Background: an optimization exercise with open tools, aiming at small area and a short achievable clock period. Do not read the settings as production practice. RTL that was checked went through simulation tests only; none was proved equivalent to the original. Power figures rest on the tool's default switching activity, not on a simulated workload.

== job 101 ==
// dma_frame_writer
module dma_frame_writer #(
    parameter dma_pkg::addr_t wr_base_addr = 32'h0200_0000
) (
    input  logic                             M_AXI_ACLK,
    input  logic                             M_AXI_ARESETN,
    output dma_pkg::addr_t                   m_axi_awaddr,
    output logic [7:0]                       m_axi_awlen,
    output logic [2:0]                       m_axi_awsize,
    output logic [1:0]                       m_axi_awburst,
    output logic                             m_axi_awvalid,
    input  logic                             m_axi_awready,
    output dma_pkg::beat_t                   m_axi_wdata,
    output logic [dma_pkg::beat_bytes-1:0]   m_axi_wstrb,
    output logic                             m_axi_wlast,
    output logic                             m_axi_wvalid,
    input  logic                             m_axi_wready,
    input  logic [1:0]                       m_axi_bresp,
    input  logic                             m_axi_bvalid,
    output logic                             m_axi_bready,
    input  logic                             pre_vs,
    input  logic                             pre_de,
    input  logic [dma_pkg::pixel_w-1:0]      pre_data,
    output logic                             wr_req,
    input  logic                             wr_enable,
    output logic                             wr_burst_now,
    output logic                             wr_burst_end
);
Size: about 3000 cells after synthesis, ~1600 flip-flops.
==> flow/config.mk <==
export PLATFORM = sky130hd
export DESIGN_NAME = dma_frame_writer
export DESIGN_NICKNAME = dma_frame_writer
export VERILOG_FILES = /design/flow/design.v
export SDC_FILE = /design/flow/constraint.sdc
export NUM_CORES = 4
export LEC_CHECK = 0
export CAP_MARGIN = 20
export CORE_MARGIN = 2
export CORE_UTILIZATION = 40
export SLEW_MARGIN = 20
==> flow/constraint.sdc <==
create_clock -name core_clock -period 5.5 [get_ports {M_AXI_ACLK}]
set_input_delay 1.1000 -clock core_clock [delete_from_list [all_inputs] [get_ports {M_AXI_ACLK}]]
set_output_delay 1.1000 -clock core_clock [all_outputs]
set_load 0.01 [all_outputs]
run.sh (not shown) runs the stock make flow with config.mk's settings and CLKGATE_MAP_FILE= SYNTH_SCRIPT=/design/flow/synth_recipe.tcl, a recipe that flattens the netlist after the stock synthesis.
Job 101 was carried through to the last stage, and its layout satisfied the timing, DRC and antenna checks.
For job 102, these inputs were changed with respect to job 101:
diff --git a/flow/config.mk b/flow/config.mk
--- a/flow/config.mk
+++ b/flow/config.mk
@@ -10,2 +10,3 @@
 export CORE_UTILIZATION = 40
+export SETUP_SLACK_MARGIN = 2.6
 export SLEW_MARGIN = 20
### Flow results
Sort job 101 and job 102 by iteration count of the initial detailed-routing pass asc -> top: job 102. Compared to job 101, job 102 has actual slew at the worst max-slew pin 0.049 ns lower. Fmax, job 102 vs job 101: up by more than 10%. Taking job 101 as the reference, in job 102 synthesized cell count shows no meaningful change; worst setup slack before clock tree synthesis shows an increase of 0.23 ns; global-route wire length before repair shows an increase of 10000 um; wire length after detailed routing shows an increase of 9800 um; first-iteration DRC count shows a reduction of 4.4%. Job 102 vs job 101 — maximum number of pins on one net before global-route repair dropped by more than a quarter. As far as number of stages on the worst hold path goes, job 102 and job 101 are indistinguishable; the numbers are identical. Between job 101 and job 102, global routing met3 resource utilization increased.
Function was not checked in any run of this note: the RTL went through the layout flow alone.

* * *

Another version of the RTL of dma_frame_writer (not shown whole).
Size in the first run: about 1700 flip-flops, about 58000 um^2 of cells after synthesis.
// dma_frame_writer
module dma_frame_writer #(
    parameter dma_pkg::addr_t wr_base_addr = 32'h0200_0000
) (
    input  logic                             M_AXI_ACLK,
    input  logic                             M_AXI_ARESETN,
    output dma_pkg::addr_t                   m_axi_awaddr,
    output logic [7:0]                       m_axi_awlen,
    output logic [2:0]                       m_axi_awsize,
    output logic [1:0]                       m_axi_awburst,
    output logic                             m_axi_awvalid,
    input  logic                             m_axi_awready,
    output dma_pkg::beat_t                   m_axi_wdata,
    output logic [dma_pkg::beat_bytes-1:0]   m_axi_wstrb,
    output logic                             m_axi_wlast,
    output logic                             m_axi_wvalid,
    input  logic                             m_axi_wready,
    input  logic [1:0]                       m_axi_bresp,
    input  logic                             m_axi_bvalid,
    output logic                             m_axi_bready,
    input  logic                             pre_vs,
    input  logic                             pre_de,
    input  logic [dma_pkg::pixel_w-1:0]      pre_data,
    output logic                             wr_req,
    input  logic                             wr_enable,
    output logic                             wr_burst_now,
    output logic                             wr_burst_end
);
    localparam int pw    = dma_pkg::pixel_w;
    localparam int ring  = dma_pkg::fifo_depth - 1;
    localparam int rp_w  = $clog2(ring);
    assign m_axi_awlen   = 8'(dma_pkg::burst_len - 1);
    assign m_axi_awsize  = 3'($clog2(dma_pkg::beat_bytes));
    assign m_axi_awburst = 2'b01;
    assign m_axi_wstrb   = '1;
    always_ff @(posedge M_AXI_ACLK) begin
        if (!M_AXI_ARESETN) m_axi_bready <= 1'b0;
        else                m_axi_bready <= 1'b1;
    end
    logic       vs_d;
    logic       vs_rise, vs_fall;
    logic [1:0] slot;
    logic       base_load;
    assign vs_rise = pre_vs && !vs_d;
    assign vs_fall = !pre_vs && vs_d;
    always_ff @(posedge M_AXI_ACLK) begin
        if (!M_AXI_ARESETN) begin
  ...
clock: 5.5 ns
lec_check: 0
cap_margin: 20
core_margin: 2
core_utilization: 40
setup_slack_margin: 3.0
slew_margin: 20
synth_hierarchical: 1
synth_minimum_keep_size: 0
cts_args: -sink_clustering_enable -repair_clock_nets -dont_use_dummy_load -sink_clustering_size 28 -sink_clustering_max_diameter 110
buffer_ports_args: -buffer_cell sky130_fd_sc_hd__buf_2
standard.sh (not shown) runs the stock make flow with config.mk's settings and CLKGATE_MAP_FILE= SYNTH_SCRIPT=/design/flow/synth_recipe.tcl, a recipe that flattens the netlist after the stock synthesis.
==> flow/flow/run.sh <==
#!/bin/bash
# The standard layout (standard.sh) with two layout choices changed:
# clock tree sinks clustered more coarsely without dummy loads, and
# port buffers started from buf_2 (timing repair may still resize them).
set -euo pipefail
cat >> "$FLOW_CONFIG" <<'EOT'
export CTS_ARGS = -sink_clustering_enable -repair_clock_nets -dont_use_dummy_load -sink_clustering_size 28 -sink_clustering_max_diameter 110
export BUFFER_PORTS_ARGS = -buffer_cell sky130_fd_sc_hd__buf_2
EOT
bash standard.sh > standard.log 2>&1
Next try:
--- a/flow/flow/run.sh
+++ b/flow/flow/run.sh
@@ -6,3 +6,3 @@
 cat >> "$FLOW_CONFIG" <<'EOT'
-export CTS_ARGS = -sink_clustering_enable -repair_clock_nets -dont_use_dummy_load -sink_clustering_size 28 -sink_clustering_max_diameter 110
+export CTS_ARGS = -sink_clustering_enable -repair_clock_nets -dont_use_dummy_load -sink_clustering_size 14 -sink_clustering_max_diameter 60 -buf_list sky130_fd_sc_hd__clkbuf_8
 export BUFFER_PORTS_ARGS = -buffer_cell sky130_fd_sc_hd__buf_2
CTS_ARGS = -sink_clustering_enable -repair_clock_nets -dont_use_dummy_load -sink_clustering_size 14 -sink_clustering_max_diameter 60 -buf_list sky130_fd_sc_hd__clkbuf_8   (was -sink_clustering_enable -repair_clock_nets -dont_use_dummy_load -sink_clustering_size 28 -sink_clustering_max_diameter 110)
Worst setup slack degrades by 180 ps. Wire length goes up by 1.9%. Final area is higher by 0.75%. Final cell count rises by 1.9%. Hold slack gets worse by 14 ps. Total power goes up by 0.62%. Synthesized area is unchanged. Clock skew hardly moves. Synthesized cell count does not change. Critical path depth stays the same. Clock-buffer cell count is higher by 70.
Next try:
--- a/flow/flow/run.sh
+++ b/flow/flow/run.sh
@@ -6,3 +6,3 @@
 cat >> "$FLOW_CONFIG" <<'EOT'
-export CTS_ARGS = -sink_clustering_enable -repair_clock_nets -dont_use_dummy_load -sink_clustering_size 14 -sink_clustering_max_diameter 60 -buf_list sky130_fd_sc_hd__clkbuf_8
+export CTS_ARGS = -sink_clustering_enable -repair_clock_nets -dont_use_dummy_load -sink_clustering_size 24 -sink_clustering_max_diameter 100
 export BUFFER_PORTS_ARGS = -buffer_cell sky130_fd_sc_hd__buf_2
CTS_ARGS = -sink_clustering_enable -repair_clock_nets -dont_use_dummy_load -sink_clustering_size 24 -sink_clustering_max_diameter 100   (was -sink_clustering_enable -repair_clock_nets -dont_use_dummy_load -sink_clustering_size 14 -sink_clustering_max_diameter 60 -buf_list sky130_fd_sc_hd__clkbuf_8)
Wire length fell by 1.7%. Count of clock-buffer cells in the layout fell by 60. Setup slack gets better by 190 ps. Fmax rose by 7.3%. Total power rose by 1.1%. Combinational power is about the same. Design area fell by 0.46%. Sequential share of layout area rose by 0.25 points.
Next try:
SETUP_SLACK_MARGIN = 3.05   (was 3.0)
Result:
- The new run ran to the end with no violations
- maximum frequency barely changes
- routed wire length grows by 0.60%
- final cell count is about the same
- cell area barely changes
- clock-buffer cell count stays the same

## separate check: timing with driven ports
How much do the figures lean on ideal ports? The routed layouts below were timed once more, with nothing changed but the port constraints. Step 1, drivers: a clkbuf_16 drives M_AXI_ACLK and a buf_2 each remaining input, both assumed. Step 2 also shifts input and output timing later by t, the mid clock arrival at the registers, as if the neighbouring blocks saw the same clock. Three values: no drivers, after step 1, after step 2; two values: the first two.
| run | t (ns) | setup slack, ns | worst data-port slew with drivers (ns) |
|---|---|---|---|
| job 101 | 0.859 | 1.903 / 1.948 / 1.089 | 0.11 |
| job 102 | 0.863 | 2.454 / 2.509 / 1.647 | 0.08 |
| the first run of note 2 | 0.721 | 2.927 / 2.854 / 2.325 | 0.21 |
| the second run of note 2 | 0.910 | 2.748 / 2.678 / 2.149 | 0.21 |
| the third run of note 2 | 0.726 | 2.934 / 2.863 / 2.330 | 0.22 |
| the fourth run of note 2 | 0.726 | 2.933 / 2.861 / 2.392 | 0.20 |
After both steps setup and hold are still met in every run listed. For job 101, which loses most, drivers alone change the setup slack by +0.045 ns; drivers and shift together by -0.814 ns.
